From an optimization exercise on the open Yosys and OpenROAD flow, aimed at small area, a short achievable clock period and few clock cycles per item; shortcuts taken in it are not production practice.
At most, simulation tests tie the RTL to the original design; equivalence was not proved.
No activity file was given, so power comes from the tool's default toggle rates.

Design edge_period_tachometer, start of the top module:
module edge_period_tachometer #(
	parameter int CHANNELS      = 2,
	parameter int CAPTURE_BITS  = 16,
	parameter int OVERFLOW_BITS = 8
) (
	input  wire                                 clk,
	input  wire                                 arst_n,
	input  wire                                 psel,
	input  wire                                 penable,
	input  wire                                 pwrite,
	input  wire  [etach_pkg::PADDR_W-1:0]       paddr,
	input  wire  [etach_pkg::PDATA_W-1:0]       pwdata,
	output logic [etach_pkg::PDATA_W-1:0]       prdata,
	output logic                                pready,
	input  wire                                 in_valid,
	output logic                                in_ready,
	input  wire                                 operation,
	input  wire                                 channel,
	input  wire  [CAPTURE_BITS-1:0]             capture,
	output logic                                out_valid,
	input  wire                                 out_ready,
	output logic                                result_channel,
	output logic [etach_pkg::REV_W-1:0]         revolutions,
	output logic [etach_pkg::ELAPSED_W-1:0]     elapsed_ticks,
	output logic                                saturated
);
Settings: LEC_CHECK=0, CAP_MARGIN=20, CORE_MARGIN=2, CORE_UTILIZATION=55, CTS_BUF_LIST=sky130_fd_sc_hd__clkbuf_16, CTS_CLUSTER_DIAMETER=60, CTS_CLUSTER_SIZE=20, SETUP_SLACK_MARGIN=4.0, SLEW_MARGIN=20; clock period 7.0 ns.
standard.sh (not shown) runs the stock make flow with config.mk's settings and CLKGATE_MAP_FILE= SYNTH_SCRIPT=/design/flow/synth_recipe.tcl, a recipe that flattens the netlist after the stock synthesis.
==> flow/flow/run.sh <==
#!/bin/bash
# The standard layout, with plain buffers on the ports instead of the
# delay buffers buffer_ports picks by default.
set -euo pipefail
export BUFFER_PORTS_ARGS="-buffer_cell sky130_fd_sc_hd__buf_1"
bash standard.sh > standard_flow.log 2>&1
The first run ran to the end with no violations.
Testbench counts at the start, summed over its fixed seeds: cycles 39,140, items 8,529.
Edit:
==> flow/run.sh (new file) <==
#!/bin/bash
# synth_recipe.tcl (not shown) runs the flow's synth.tcl, then flattens the netlist and writes it again
# the make line also repeats each setting of config.mk as NAME=value (left out here)
make -C /OpenROAD-flow-scripts/flow DESIGN_CONFIG=/design/flow/config.mk WORK_HOME=/design/flow/orfs CLKGATE_MAP_FILE= SYNTH_SCRIPT=/design/flow/synth_recipe.tcl finish
CORE_UTILIZATION = 40   (was 55)
CTS_BUF_LIST = unset   (was sky130_fd_sc_hd__clkbuf_16)
CTS_CLUSTER_DIAMETER = unset   (was 60)
CTS_CLUSTER_SIZE = unset   (was 20)
SETUP_SLACK_MARGIN = 4.5   (was 4.0)
removed: flow/flow/run.sh
removed: flow/standard.sh
=>
- The new run went through all stages and came out clean
- routed wire length rose by 11%
- worst hold slack is about the same
- total power rose by 9.8%
- setup slack gets worse by 63 ps
- global-route usage fell by 4.7 points
- sequential power stays flat
- final area rose by 8.2%
- clock-buffer cell count rose by 15
- via count rose by 2.6%
- flip-flop and latch count does not change
- non-clock buffer count rose by 36

job 8689:
edge_period_tachometer again, from the RTL that the note above started with.
export LEC_CHECK = 0
export CAP_MARGIN = 20
export CORE_MARGIN = 2
export CORE_UTILIZATION = 55
export CTS_BUF_LIST = sky130_fd_sc_hd__clkbuf_8
export CTS_CLUSTER_SIZE = 30
export SETUP_SLACK_MARGIN = 4.0
export SLEW_MARGIN = 20
create_clock -name core_clock -period 7.0 [get_ports {clk}]
==> flow/flow/run.sh <==
#!/bin/bash
# The standard layout, with plain buffers on the ports instead of the
# delay buffers buffer_ports picks by default.
set -euo pipefail
export BUFFER_PORTS_ARGS="-buffer_cell sky130_fd_sc_hd__buf_1"
bash standard.sh > standard_flow.log 2>&1
Testbench counts of job 8689, summed over its fixed seeds: cycles 39,140, items 8,529.
> inputs changed (job 8689 -> job 4408)
- swapping 55 for 40 in CORE_UTILIZATION
==> flow/run.sh (new file) <==
#!/bin/bash
# synth_recipe.tcl (not shown) runs the flow's synth.tcl, then flattens the netlist and writes it again
# the make line also repeats each setting of config.mk as NAME=value (left out here)
make -C /OpenROAD-flow-scripts/flow DESIGN_CONFIG=/design/flow/config.mk WORK_HOME=/design/flow/orfs CLKGATE_MAP_FILE= SYNTH_SCRIPT=/design/flow/synth_recipe.tcl finish
removed: flow/flow/run.sh
removed: flow/standard.sh
Results
- Diff job 8689 -> job 4408: number of non-clock buffers in the layout shows a reduction of 3.9%; via count of the routed design shows no meaningful change; largest stage delay on the critical path shows a reduction of 60 ps; period utilization shows an increase of 0.57 points.
- Die area deteriorates in job 4408 relative to job 8689.
- Re met1 demand-to-capacity share in global routing: job 8689 was higher than job 4408.
- On worst setup margin: job 4408 sits below job 8689.
- Diff job 8689 -> job 4408 | flip-flop and latch share of the layout cell area | decrease of 1.6 points
- Going from job 8689 to job 4408, routed wire length rose by about 5%; sequential standard cell area stayed essentially flat; total power of the final layout rose by about 2.7%.
For job 3271, these inputs were changed with respect to job 4408:
- swapping 30 for 25 in CTS_CLUSTER_SIZE
- putting CTS_CLUSTER_DIAMETER at 80 where nothing was set
- swapping sky130_fd_sc_hd__clkbuf_8 for sky130_fd_sc_hd__clkbuf_16 in CTS_BUF_LIST
- swapping 40 for 65 in CORE_UTILIZATION
- putting PLACE_DENSITY at 0.75 where nothing was set
==> flow/flow/run.sh (new file) <==
#!/bin/bash
# The standard layout, with plain buffers on the ports instead of the
# delay buffers buffer_ports picks by default.
set -euo pipefail
export BUFFER_PORTS_ARGS="-buffer_cell sky130_fd_sc_hd__buf_1"
bash standard.sh > standard_flow.log 2>&1
==> flow/standard.sh (new file) <==
#!/bin/bash
# synth_recipe.tcl (not shown) runs the flow's synth.tcl, then flattens the netlist and writes it again
# the make line also repeats each setting of config.mk as NAME=value (left out here)
make -C /OpenROAD-flow-scripts/flow DESIGN_CONFIG=/design/flow/config.mk WORK_HOME=/design/flow/orfs CLKGATE_MAP_FILE= SYNTH_SCRIPT=/design/flow/synth_recipe.tcl "${@:-finish}"
removed: flow/run.sh
--- outcome ---
Job 3271 did not stop at any stage, and its layout met the timing, DRC and antenna checks.
Of the two values seen for cell with the largest stage delay on the worst path, sky130_fd_sc_hd__dfxtp_4 was produced by job 3271 and sky130_fd_sc_hd__edfxtp_1 by job 4408.
Compared with job 4408, in job 3271 routed via count increased about 1.3%; minimum setup slack in the final design decreased 60 ps; final setup skew decreased 3.7 ps; overall routed net length decreased 5.8%.
A destination of the critical timing path of u_back.d_qp_q[17] is what job 4408 shows, while u_back.p_m_q[3] belongs to job 3271.
Comparing job 3271 and job 4408, the lower area added between synthesis and finish is on job 3271.
Lower biggest fanout along the worst timing path among job 3271 and job 4408: job 3271
Relative to job 3271, the following input files were edited for job 4326:
- removing CTS_BUF_LIST (formerly sky130_fd_sc_hd__clkbuf_16)
- removing CTS_CLUSTER_DIAMETER (formerly 80)
- removing CTS_CLUSTER_SIZE (formerly 25)
- removing PLACE_DENSITY (formerly 0.75)
- changing CORE_UTILIZATION from 65 to 40
### Flow results
Job 4326 ended with less count of cell instances traversed by the critical path than job 3271.
Per the comparison of job 4326 with job 3271, basic-gate share of the synthesized area counting and, or, nand and nor cells comparable, wire length reported by the detailed router climbed 6.5%, final critical delay including setup and external delays went up 38 ps.
Compared to job 3271, job 4326 has power per cell area 7.3% higher.
The capturing instance or port of the critical path comes out u_back.d_qp_q[4] in one run and u_back.p_m_q[3] in the other, namely in job 4326 and job 3271 respectively.
Compared with job 3271, job 4326 is the more power-hungry design.
Going from job 3271 to job 4326, share of total power in combinational logic dropped 2.8 points, vias per cell decreased 11%, y dimension of the die has increased.
Compared with job 3271, the detailed router inserted fewer vias in job 4326.
~same power consumed by sequential cells in job 3271 and job 4326

Another version of the RTL of edge_period_tachometer (not shown whole).
Size: roughly 2200 cells after synthesis, ~360 flip-flops, roughly 140 I/O pins, roughly 22000 um2 of cells after synthesis.
export LEC_CHECK = 0
export CAP_MARGIN = 20
export CORE_MARGIN = 2
export CORE_UTILIZATION = 40
export SETUP_SLACK_MARGIN = 3.5
export SLEW_MARGIN = 20
create_clock -name core_clock -period 7.0 [get_ports {clk}]
run.sh (not shown) runs the stock make flow with config.mk's settings and CLKGATE_MAP_FILE= SYNTH_SCRIPT=/design/flow/synth_recipe.tcl, a recipe that flattens the netlist after the stock synthesis.
Stock flow here: none of the scripts above is used.
The baseline completed without violations.
Testbench counts at the start, summed over its fixed seeds: cycles 39,140, items 8,529.
==> next run, changes <==
Settings changed: SETUP_SLACK_MARGIN 3.5 to 4.0.
Synthesized area stays the same.
Combinational power increases by about 25%.
Die area stays the same.
Wire length is higher by about 7%.
Count of clock-buffer cells in the layout grows by 4.
Design area goes up by 8.5%.
Clock skew came out higher by 0.013 ns.
Power rose by 15%.
==> next run, changes <==
Settings changed: SETUP_SLACK_MARGIN 4.0 to not set.
Result:
- fmax goes down by 20%
- routed wire length goes down by 12%
- sequential share of layout area goes up by 5.1 points
- die area stays the same
- worst setup slack degrades by 0.89 ns
- combinational power goes down by 31%
- final area goes down by 13%

edge_period_tachometer with an RTL version that a note above also has.
Size in the first run: about 2100 cells after synthesis, about 370 flip-flops, ~140 I/O pins, ~21000 µm² of cells after synthesis.
## edge_period_tachometer
module edge_period_tachometer #(
	parameter int CHANNELS      = 2,
	parameter int CAPTURE_BITS  = 16,
	parameter int OVERFLOW_BITS = 8
) (
	input  wire                                 clk,
	input  wire                                 arst_n,
	input  wire                                 psel,
	input  wire                                 penable,
	input  wire                                 pwrite,
	input  wire  [etach_pkg::PADDR_W-1:0]       paddr,
	input  wire  [etach_pkg::PDATA_W-1:0]       pwdata,
	output logic [etach_pkg::PDATA_W-1:0]       prdata,
	output logic                                pready,
	input  wire                                 in_valid,
	output logic                                in_ready,
	input  wire                                 operation,
	input  wire                                 channel,
	input  wire  [CAPTURE_BITS-1:0]             capture,
	output logic                                out_valid,
	input  wire                                 out_ready,
	output logic                                result_channel,
	output logic [etach_pkg::REV_W-1:0]         revolutions,
	output logic [etach_pkg::ELAPSED_W-1:0]     elapsed_ticks,
	output logic                                saturated
);
clock: 7.0 ns
lec_check: 0
cap_margin: 20
core_margin: 2
core_utilization: 55
cts_buf_list: sky130_fd_sc_hd__clkbuf_16
cts_cluster_diameter: 80
cts_cluster_size: 25
setup_slack_margin: 4.2
slew_margin: 20
standard.sh (not shown) runs the stock make flow with config.mk's settings and CLKGATE_MAP_FILE= SYNTH_SCRIPT=/design/flow/synth_recipe.tcl, a recipe that flattens the netlist after the stock synthesis.
==> flow/flow/run.sh <==
#!/bin/bash
# The standard layout, with plain buffers on the ports instead of the
# delay buffers buffer_ports picks by default.
set -euo pipefail
export BUFFER_PORTS_ARGS="-buffer_cell sky130_fd_sc_hd__buf_1"
bash standard.sh > standard_flow.log 2>&1
The first run produced a clean layout.
Testbench counts at the start, summed over its fixed seeds: cycles 39,140, items 8,529.
Change:
==> flow/run.sh (new file) <==
#!/bin/bash
# synth_recipe.tcl (not shown) runs the flow's synth.tcl, then flattens the netlist and writes it again
# the make line also repeats each setting of config.mk as NAME=value (left out here)
make -C /OpenROAD-flow-scripts/flow DESIGN_CONFIG=/design/flow/config.mk WORK_HOME=/design/flow/orfs CLKGATE_MAP_FILE= SYNTH_SCRIPT=/design/flow/synth_recipe.tcl finish
CORE_UTILIZATION = 40   (was 55)
CTS_BUF_LIST = not set   (was sky130_fd_sc_hd__clkbuf_16)
CTS_CLUSTER_DIAMETER = not set   (was 80)
CTS_CLUSTER_SIZE = not set   (was 25)
SETUP_SLACK_MARGIN = 4.0   (was 4.2)
removed: flow/flow/run.sh
removed: flow/standard.sh
Via count is lower by 0.72%.
Design area rises by 4.4%.
Die area grows by 37%.
Fmax went up by about 1.2%.
Critical path depth does not change.
Clock power increases by 64%.
Setup slack gets better by 36 ps.
Utilization shrinks by 17 points.
Change:
==> flow/flow/run.sh (new file) <==
#!/bin/bash
# The standard layout, with plain buffers on the ports instead of the
# delay buffers buffer_ports picks by default.
set -euo pipefail
export BUFFER_PORTS_ARGS="-buffer_cell sky130_fd_sc_hd__buf_1"
bash standard.sh > standard_flow.log 2>&1
==> flow/standard.sh (new file) <==
#!/bin/bash
# synth_recipe.tcl (not shown) runs the flow's synth.tcl, then flattens the netlist and writes it again
# the make line also repeats each setting of config.mk as NAME=value (left out here)
make -C /OpenROAD-flow-scripts/flow DESIGN_CONFIG=/design/flow/config.mk WORK_HOME=/design/flow/orfs CLKGATE_MAP_FILE= SYNTH_SCRIPT=/design/flow/synth_recipe.tcl "${@:-finish}"
CORE_UTILIZATION = 55   (was 40)
CTS_BUF_LIST = sky130_fd_sc_hd__clkbuf_16   (was not set)
CTS_CLUSTER_DIAMETER = 80   (was not set)
CTS_CLUSTER_SIZE = 25   (was not set)
SETUP_SLACK_MARGIN = 3.9   (was 4.0)
removed: flow/run.sh
Combinational power goes up by about 2%.
Die area goes down by 27%.
Wire length goes down by 3.4%.
Synthesized cell count does not change.
Final area goes down by 6.6%.
Area after synthesis stays the same.
Critical path depth does not change.
Change:
SETUP_SLACK_MARGIN = 4.0   (was 3.9)
Wire length goes down by 2.3%. Sequential cell count does not change. Setup slack improved by 120 ps. Sequential power is about the same.

== JK ==
edge_period_tachometer, a different RTL version from the one above (not shown whole).
For scale: roughly 2100 cells after synthesis, ~140 I/O pins, about 21000 sq um of cells after synthesis.
export LEC_CHECK = 0
export CAP_MARGIN = 20
export CORE_MARGIN = 2
export CORE_UTILIZATION = 55
export CTS_BUF_LIST = sky130_fd_sc_hd__clkbuf_16
export CTS_CLUSTER_DIAMETER = 80
export CTS_CLUSTER_SIZE = 25
export SETUP_SLACK_MARGIN = 3.8
export SLEW_MARGIN = 20
create_clock -name core_clock -period 7.0 [get_ports {clk}]
==> flow/flow/run.sh <==
#!/bin/bash
# The standard layout, with plain buffers on the ports instead of the
# delay buffers buffer_ports picks by default.
set -euo pipefail
export BUFFER_PORTS_ARGS="-buffer_cell sky130_fd_sc_hd__buf_1"
bash standard.sh > standard_flow.log 2>&1
Having completed the whole flow, JK delivered a layout that passed the timing, DRC and antenna checks.
### JK -> MS
- SETUP_SLACK_MARGIN: 3.8 -> 4.0
## What came out
MS was carried through to the last stage, and its layout satisfied the timing, DRC and antenna checks.
After detailed routing, JK needs less wire than MS.
Number of gates resized after cts was lower in JK than in MS.
Reported for JK and MS, die area turned out identical to the last digit.
Reported for JK and MS, pin count of the biggest net entering global routing turned out identical to the last digit.
MS vs JK, final instance area went up by 2.6%.
Run comparison: MS capturing element of the worst setup path u_back.p_acc_q[24]; JK capturing element of the worst setup path u_back.p_sp_q[20]
Arithmetic-cell share of the synthesized area counting full adders, half adders and majority gates: MS vs JK identical
Summary of MS over JK: non-clock buffer count up 24; fraction of power consumed by the clock network fell by 1.4 points; overall power grew by 4.9%; sequential share of cell area lost 0.94 points.
No functional check of the RTL was part of any run of this note.

-- re-timing with driven ports --
Ports are ideal in the flow. The routed layouts listed here were re-timed in OpenROAD.
Step 1: set_driving_cell puts a clkbuf_16 on clk and a buf_2 on each other input, an assumption about the parent block.
Step 2, shift: input delay + t, output delay - t, t = (earliest + latest rising clock arrival at the registers) / 2. This alone moves slack from input paths to output paths.
a / b / c = no drivers / after step 1 / after step 2; a / b = the first two.
| run | t, ns | setup slack, ns | worst hold slack (ns) | worst register clock-pin slew, ns |
|---|---|---|---|---|
| the first run of note 1 | 0.605 | 3.970 / 3.970 / 3.531 | 0.420 / 0.420 / 0.420 | 0.08 / 0.08 |
| the second run of note 1 | 0.642 | 3.906 / 3.906 / 3.906 | 0.421 / 0.421 / 0.421 | 0.06 / 0.06 |
| job 8689 | 0.667 | 3.940 / 3.940 / 3.518 | 0.418 / 0.418 / 0.418 | 0.07 / 0.07 |
| job 4408 | 0.679 | 3.900 / 3.900 / 3.448 | 0.429 / 0.429 / 0.429 | 0.07 / 0.07 |
| job 3271 | 0.600 | 3.840 / 3.840 / 3.553 | 0.428 / 0.428 / 0.428 | 0.10 / 0.10 |
| job 4326 | 0.627 | 3.802 / 3.802 / 3.591 | 0.425 / 0.425 / 0.425 | 0.07 / 0.07 |
| the first run of note 3 | 0.613 | 3.514 / 3.518 / 2.930 | 0.416 / 0.416 / 0.416 | 0.07 / 0.07 |
| the second run of note 3 | 0.629 | 3.496 / 3.496 / 3.248 | 0.415 / 0.415 / 0.415 | 0.07 / 0.07 |
| the third run of note 3 | 0.619 | 2.605 / 2.640 / 2.021 | 0.420 / 0.420 / 0.420 | 0.07 / 0.07 |
| the first run of note 4 | 0.618 | 3.852 / 3.852 / 3.792 | 0.428 / 0.428 / 0.428 | 0.11 / 0.11 |
| the second run of note 4 | 0.633 | 3.888 / 3.888 / 3.494 | 0.410 / 0.410 / 0.410 | 0.07 / 0.07 |
| the third run of note 4 | 0.624 | 3.812 / 3.812 / 3.475 | 0.425 / 0.425 / 0.425 | 0.10 / 0.10 |
| the fourth run of note 4 | 0.615 | 3.930 / 3.930 / 3.497 | 0.428 / 0.428 / 0.428 | 0.10 / 0.10 |
| JK | 0.623 | 3.407 / 3.407 / 3.334 | 0.418 / 0.418 / 0.418 | 0.10 / 0.10 |
| MS | 0.625 | 3.350 / 3.350 / 3.350 | 0.430 / 0.430 / 0.430 | 0.10 / 0.10 |
After both steps every run listed still meets setup and hold.
